What follows belongs to an exercise in optimizing a design on an open flow for small area; a production flow would make more cautious choices. The RTL was checked by simulation tests, not by an equivalence proof against the original design. Power is estimated from default activity; no workload was simulated.

--- flow/constraint.sdc ---
create_clock -name core_clock -period 5.5 [get_ports {clockIn}]
set_input_delay 1.1000 -clock core_clock [delete_from_list [all_inputs] [get_ports {clockIn}]]
set_output_delay 1.1000 -clock core_clock [all_outputs]
set_load 0.01 [all_outputs]
--- flow/design.v ---
module reorder_buffer #(
   parameter int unsigned ROB_WIDTH = 4
) (
   input  logic                 clockIn,
   input  logic                 resetIn,
   input  logic                 issueValid,
   input  logic [1:0]           issueType,
   input  logic [4:0]           issueDest,
   input  logic                 issueReady,
   input  logic [31:0]          issueValue,
   output logic [ROB_WIDTH-1:0] issueRobId,
   output logic                 robFull,
   input  logic                 cdbValid,
   input  logic [ROB_WIDTH-1:0] cdbRobId,
   input  logic [31:0]          cdbValue,
   input  logic                 cdbMispredict,
   input  logic [31:0]          cdbTarget,
   input  logic [ROB_WIDTH-1:0] robRs1Dep,
   output logic                 robRs1Ready,
   output logic [31:0]          robRs1Value,
   input  logic [ROB_WIDTH-1:0] robRs2Dep,
   output logic                 robRs2Ready,
   output logic [31:0]          robRs2Value,
   output logic                 regUpdateValid,
   output logic [4:0]           regUpdateDest,
   output logic [31:0]          regUpdateValue,
   output logic [ROB_WIDTH-1:0] regUpdateRobId,
   output logic                 storeCommitValid,
   output logic [ROB_WIDTH-1:0] storeCommitRobId,
   output logic                 clearOut,
   output logic [31:0]          clearPc
);
   localparam int unsigned DEPTH = 1 << ROB_WIDTH;
   logic [ROB_WIDTH:0]   head_q, tail_q;
   logic [ROB_WIDTH-1:0] head, tail, last;
   logic                 empty;
   logic [DEPTH-1:0] ready_q;
   logic [DEPTH-1:0] kind_q;
   logic [4:0]       dest_q  [DEPTH];
   logic [31:0]      value_q [DEPTH];
   logic                 mp_valid_q;
   logic [ROB_WIDTH-1:0] mp_id_q;
   logic       commit_c, flush_c, issue_c, mp_c;
   logic       head_kind;
   logic [4:0] head_dest;
   logic [ROB_WIDTH-1:0] cdb_age, mp_age, tail_age;
   assign head       = head_q[ROB_WIDTH-1:0];
   assign tail       = tail_q[ROB_WIDTH-1:0];
   assign last       = head - ROB_WIDTH'(1);
   assign empty      = (head_q == tail_q);
   assign robFull    = (head == tail) && (head_q[ROB_WIDTH] != tail_q[ROB_WIDTH]);
   assign issueRobId = tail;
   assign head_kind = kind_q[head];
   assign head_dest = dest_q[head];
   assign commit_c  = !empty && ready_q[head];
   assign flush_c   = mp_valid_q && (mp_id_q == head);
   assign issue_c   = issueValid && !robFull && !clearOut;
   assign cdb_age  = cdbRobId - head;
   assign mp_age   = mp_id_q - head;
   assign tail_age = tail - head;
   assign mp_c = cdbValid && cdbMispredict && kind_q[cdbRobId] && dest_q[cdbRobId][0]
                 && (robFull || (cdb_age < tail_age))
                 && (!mp_valid_q || (cdb_age < mp_age));
   always_comb begin
      robRs1Ready = ready_q[robRs1Dep];
      robRs1Value = value_q[robRs1Dep];
      robRs2Ready = ready_q[robRs2Dep];
      robRs2Value = value_q[robRs2Dep];
      if (cdbValid && (cdbRobId == robRs1Dep)) begin
         robRs1Ready = 1'b1;
         robRs1Value = cdbValue;
      end
      if (cdbValid && (cdbRobId == robRs2Dep)) begin
         robRs2Ready = 1'b1;
         robRs2Value = cdbValue;
      end
   end
   assign regUpdateValue   = value_q[last];
   assign regUpdateRobId   = last;
   assign storeCommitRobId = last;
   for (genvar i = 0; i < DEPTH; i++) begin : g_entry
      logic wi, wc, wh;
      assign wi = issue_c && (tail == ROB_WIDTH'(i));
      assign wc = cdbValid && (cdbRobId == ROB_WIDTH'(i)) && !wi;
      assign wh = !(wi || wc);
      always_ff @(posedge clockIn) begin
         value_q[i] <= ({32{wi}} & issueValue) | ({32{wc}} & cdbValue) | ({32{wh}} & value_q[i]);
         ready_q[i] <= (wi & issueReady) | wc | (wh & ready_q[i]);
         if (wi) begin
            kind_q[i] <= (issueType == 2'd1) || (issueType == 2'd2);
            dest_q[i] <= ((issueType == 2'd1) || (issueType == 2'd2)) ? {4'd0, issueType[1]} : issueDest;
         end
      end
   end
   always_ff @(posedge clockIn) begin
      regUpdateDest <= head_dest;
      if (mp_c && !flush_c) clearPc <= cdbTarget;
      if (mp_c && !flush_c) mp_id_q <= cdbRobId;
   end
   always_ff @(posedge clockIn or negedge resetIn) begin
      if (!resetIn) begin
         head_q           <= '0;
         tail_q           <= '0;
         mp_valid_q       <= 1'b0;
         regUpdateValid   <= 1'b0;
         storeCommitValid <= 1'b0;
         clearOut         <= 1'b0;
      end else begin
         regUpdateValid   <= commit_c && !head_kind && (head_dest != 5'd0);
         storeCommitValid <= commit_c && head_kind && !head_dest[0];
         clearOut         <= flush_c;
         if (flush_c) begin
            head_q     <= '0;
            tail_q     <= '0;
            mp_valid_q <= 1'b0;
         end else begin
            if (commit_c) head_q <= head_q + (ROB_WIDTH+1)'(1);
            if (issue_c)  tail_q <= tail_q + (ROB_WIDTH+1)'(1);
            if (mp_c)     mp_valid_q <= 1'b1;
         end
      end
   end
endmodule
--- flow/config.mk ---
export PLATFORM = sky130hd
export DESIGN_NAME = reorder_buffer
export DESIGN_NICKNAME = reorder_buffer
export VERILOG_FILES = /design/flow/design.v
export SDC_FILE = /design/flow/constraint.sdc
export NUM_CORES = 4
export LEC_CHECK = 0
export CAP_MARGIN = 20
export CORE_MARGIN = 2
export CORE_UTILIZATION = 40
export SLEW_MARGIN = 20
--- flow/run.sh ---
#!/bin/bash
# synth_recipe.tcl (not shown) runs the flow's synth.tcl, then flattens the netlist and writes it again
# the make line also repeats each setting of config.mk as NAME=value (left out here)
make -C /OpenROAD-flow-scripts/flow DESIGN_CONFIG=/design/flow/config.mk WORK_HOME=/design/flow/orfs CLKGATE_MAP_FILE= SYNTH_SCRIPT=/design/flow/synth_recipe.tcl finish
==> summary.txt <==
[routing by layer]
metal	track usage	part of all wire	vias to the layer above
met1	0.536	0.38	19700
met5	0.00852	0.00077	-
li1	-	-	17300
met4	0.247	0.076	10
met2	0.584	0.40	3663
met3	0.152	0.14	1049
[state kept, by name, summed over array words and instances, names as in the netlist]
name / cells
ready_q: 16
head_q: 5
mp_id_q: 4
clearPc: 32
kind_q: 16
value_q: 512
clearOut: 1
tail_q: 5
dest_q: 80
storeCommitValid: 1
regUpdateDest: 5
mp_valid_q: 1
regUpdateValid: 1
[what timing repair did]
action | 4_1_cts | 5_1_grt
endpoints found under the setup margin | 5 | 27
buffers inserted | 2 | 4
gates resized for setup | 2 | 7
cloned | 0 | 0
pin swaps | 1 | 2
[synth_stat cells (6+ instances only)]
| cell | n |
|---|---|
| a22oi_1 | 252 |
| a32o_1 | 18 |
| buf_2 | 57 |
| dfrtp_1 | 14 |
| o31ai_1 | 10 |
| o2111ai_1 | 27 |
| mux2i_1 | 542 |
| and3_1 | 26 |
| a22o_1 | 123 |
| xor2_1 | 12 |
| nand4_1 | 46 |
| mux2_2 | 21 |
| o22ai_1 | 47 |
| or2_2 | 6 |
| xnor2_1 | 15 |
| buf_4 | 21 |
| nand2b_1 | 13 |
| o21ai_1 | 35 |
| o32ai_1 | 6 |
| mux4_2 | 26 |
| a222oi_1 | 66 |
| a21oi_1 | 467 |
| nand3_1 | 99 |
| nor2_1 | 504 |
| ha_1 | 24 |
| o21ai_0 | 227 |
| nand2_1 | 363 |
| dfxtp_1 | 533 |
| a221oi_1 | 114 |
| a21o_1 | 9 |
| a211oi_1 | 21 |
| nor2b_1 | 27 |
| clkbuf_1 | 348 |
| a32oi_1 | 17 |
| edfxtp_1 | 132 |
| a221o_1 | 9 |
| a211o_1 | 16 |
| o21a_1 | 6 |
| nor3_1 | 25 |
| buf_1 | 95 |
| inv_1 | 50 |
| and2_1 | 28 |
| a31oi_1 | 17 |
[final cells by class]
type / instances / area share
Multi-Input combinational cell: 3315 / 0.477
Tap cell: 1276 / 0.0340
Timing Repair Buffer: 545 / 0.110
Sequential cell: 679 / 0.319
Clock inverter: 33 / 0.00725
Clock buffer: 109 / 0.0475
Antenna cell: 7 / 0.000373
Inverter: 54 / 0.00432
[report_power, final]
group / leakage (nW) / switching [W] / internal [W] / total [W]
logic: 11.0 / 0.00663 / 0.00515 / 0.0118
clock network: 1.26 / 0.00233 / 0.00304 / 0.00537
registers: 5.87 / 0.00327 / 0.00734 / 0.0106
total: 18.2 / 0.0122 / 0.0155 / 0.0278
[logic make-up after synthesis]
| logic type | after synthesis |
|---|---|
| compound gates | 1517 |
| simple gates | 1155 |
| xor+xnor | 27 |
| flops | 679 |
| buf+inv | 580 |
| mux | 589 |
| fa+ha+maj | 27 |
[path summary, 6_finish.rpt]
check / to / start / depth (start not counted)
max in group asynchronous: head_q[0]$_DFFE_PN0P_ / resetIn / 1
min in group asynchronous: regUpdateValid$_DFF_PN0_ / resetIn / 1
hold reg to reg: ready_q[2]$_DFF_P_ / ready_q[2]$_DFF_P_ / 2
setup reg to reg: value_q[6][17]$_DFF_P_ / head_q[2]$_DFFE_PN0P_ / 11
hold / removal: ready_q[2]$_DFF_P_ / ready_q[2]$_DFF_P_ / 2
setup / recovery: robRs1Value[26] / robRs1Dep[0] / 10
[metrics by stage]
stage,cells,area (sq um),power (W),hold slack (ps)
floorplan,4574,39300,0.0156,450
global placement,5863,44200,0.0215,472
detailed placement,5863,44200,0.0216,483
CTS,6007,46800,0.0270,492
global route,6011,46900,0.0286,523
finish,6018,46900,0.0278,495
[layout by cell type (no fill, tap or decap), drive strengths merged, types with 123 or more instances in the layout]
cell	instances
a22oi	252
o21ai	262
edfxtp	132
a22o	123
a21oi	467
buf	282
nand2	363
mux2i	542
clkdlybuf4s50	262
nor2	504
dfxtp	533
[tightest hold or removal path: stages, from the launching register on]
cell	delay (ps)
dfxtp_1	330
inv_1	60
a31oi_1	60
==> results.py <==
metrics = {
    "detailed_routing": {
        "viasPerCell": 6.93,
        "vias": 41700,
        "firstDrtPassIters": 14,
        "drt_wl_total_mm": 215,
        "ant_nets": 0,
        "dr.first_iter.drc_count": 8480,
        "avgRoutedWirePerCell_um": 35.7,
        "drc": 0,
    },
    "synthesis": {
        "synth_cells": 4574,
        "seq_area_frac_synth": 0.382,
        "synth_top_area_cell": "dfxtp_1",
        "syn-cell-area_sq_um": 39300,
        "async_flop_share": 0.0206,
        "synth-simple-area-share": 0.126,
        "yosysTopAreaCellShare": 0.272,
        "synth_area_leaders": "dfxtp_1, mux2i_1, edfxtp_1, a21oi_1, a22oi_1",
        "yosys.area_share.adder": 0.00918,
        "synth_top_family_by_area": "compound AO/OA/AOI/OAI gates",
        "synth_warnings": 3,
        "avgSynthCellArea_sq_um": 8.58,
        "synth-seq-cells": 679,
        "muxShareOfSynthArea": 0.159,
        "synthFlopType": "dfxtp_1",
        "synth_nets": 4722,
        "synth-xor-area-share": 0.00602,
        "synth.distinct_cells": 70,
        "synth_compound_area_frac": 0.258,
        "synth-edff-count": 132,
    },
    "final_layout": {
        "nets": 4822,
        "register_area_sq_um": 15000,
        "drive_above_1_share": 0.115,
        "fill_cells": 9308,
        "fin_util": 0.484,
        "syn2layout_area_growth_pct": 19.5,
        "multi_input_area_sq_um": 22400,
    },
    "sta": {
        "grt_setup_unrepaired": "no",
        "fin_ws_ps": 57.1,
        "worstMarginPinSlew_ps": 1090,
        "setup_viol": 0,
        "setup_tns_ps": 0,
        "min_period_ps": 5440,
        "slew_headroom": 0.273,
        "finalCritPeriodShare": 0.990,
        "drv_slew": 0,
        "max_freq_mhz": 184,
        "hold_viol": 0,
        "fin_skew_ps": 24.1,
    },
    "clocking": {
        "root_buffer": "clkbuf_16",
        "hold_buffers": 0,
        "htree_num_levels": 3,
        "cts.clk_slew.worst_paths_ps": 60,
        "clk_path_buf_depth": 3,
        "cts.sinks": 679,
        "cts_tree": "yes",
        "clock_latency_ps": 690,
        "numCtsBuffers": 79,
    },
    "critical_path": {
        "cp.required_ps": 4400,
        "crit_path_cell_trace": "buf_2 > buf_12 > inv_1 > nor2_1 > a21oi_1 > nor2_1 > o32ai_1 > o21ai_0 > buf_4 > clkdlybuf4s50_1",
        "reg2reg_slack_ps": 1270,
        "crit_family": "buffers and inverters",
        "start_kind": "primary input",
        "critPathMaxFanout": 36,
        "path_buf_inv": 5,
        "cpMostUsedCell": "nor2_1",
        "max_stage_delay_ps": 780,
        "worstPathArrival_ps": 4340,
        "worstSetupEndpointType": "primary output",
        "worstSetupPathType": "primary input to primary output",
        "slowest_stage": "o21ai_0",
    },
    "global_routing": {
        "grt_antenna_before_repair": 9,
        "track_usage": 0.414,
        "grt-ovfl-total": 0,
        "grt_pass1_vias": 38000,
        "grt_max_degree": 56,
        "grt_pass1_wl_mm": 296,
    },
    "die": {
        "die_area_sq_um": 101000,
        "io_pins": 272,
        "rows": 114,
        "die_y_um": 317,
        "core_sq_um": 97000,
        "die_x_um": 317,
        "initial_utilization": 0.405,
    },
    "placement": {
        "port-buffer-count": 271,
        "dp_slack_ps": 273,
        "gp_congestion": 1.03,
        "hpwl_mm": 143,
    },
    "power": {
        "p_leak_nw": 18.2,
        "vdd_drop_max_mv": 0.375,
        "p_per_area_nw_per_um2": 592,
    },
    "outcome": {
        "run_status": "complete, no violations",
    },
    "run": {
        "drv_cap": 0,
    },
    "min_path": {
        "hold_class": "flip-flop to flip-flop",
    },
}

## port drivers added, routing unchanged
In the flow no input, the clock included, has a driving cell. The finished layout below was timed again as built, in two steps.
Step 1 sets driving cells, clkbuf_16 on the clock port and buf_2 on the other inputs (assumed; they add their load-dependent delay and slew).
Step 2 also shifts input and output timing later by t, the mid clock arrival at the registers, as if the neighbouring blocks saw the same clock.
a / b / c = no drivers / after step 1 / after step 2; a / b = the first two.
t (ns): 0.756
setup WS [ns]: 0.057 / -0.067 / -0.067
worst setup path after step 2: input to output
clock arrival spread, ns: 0.029 / 0.029
Met with ideal ports but missed after step 2: setup timing in this run. For this run, drivers alone change the setup slack by -0.124 ns; drivers and shift together by -0.124 ns.
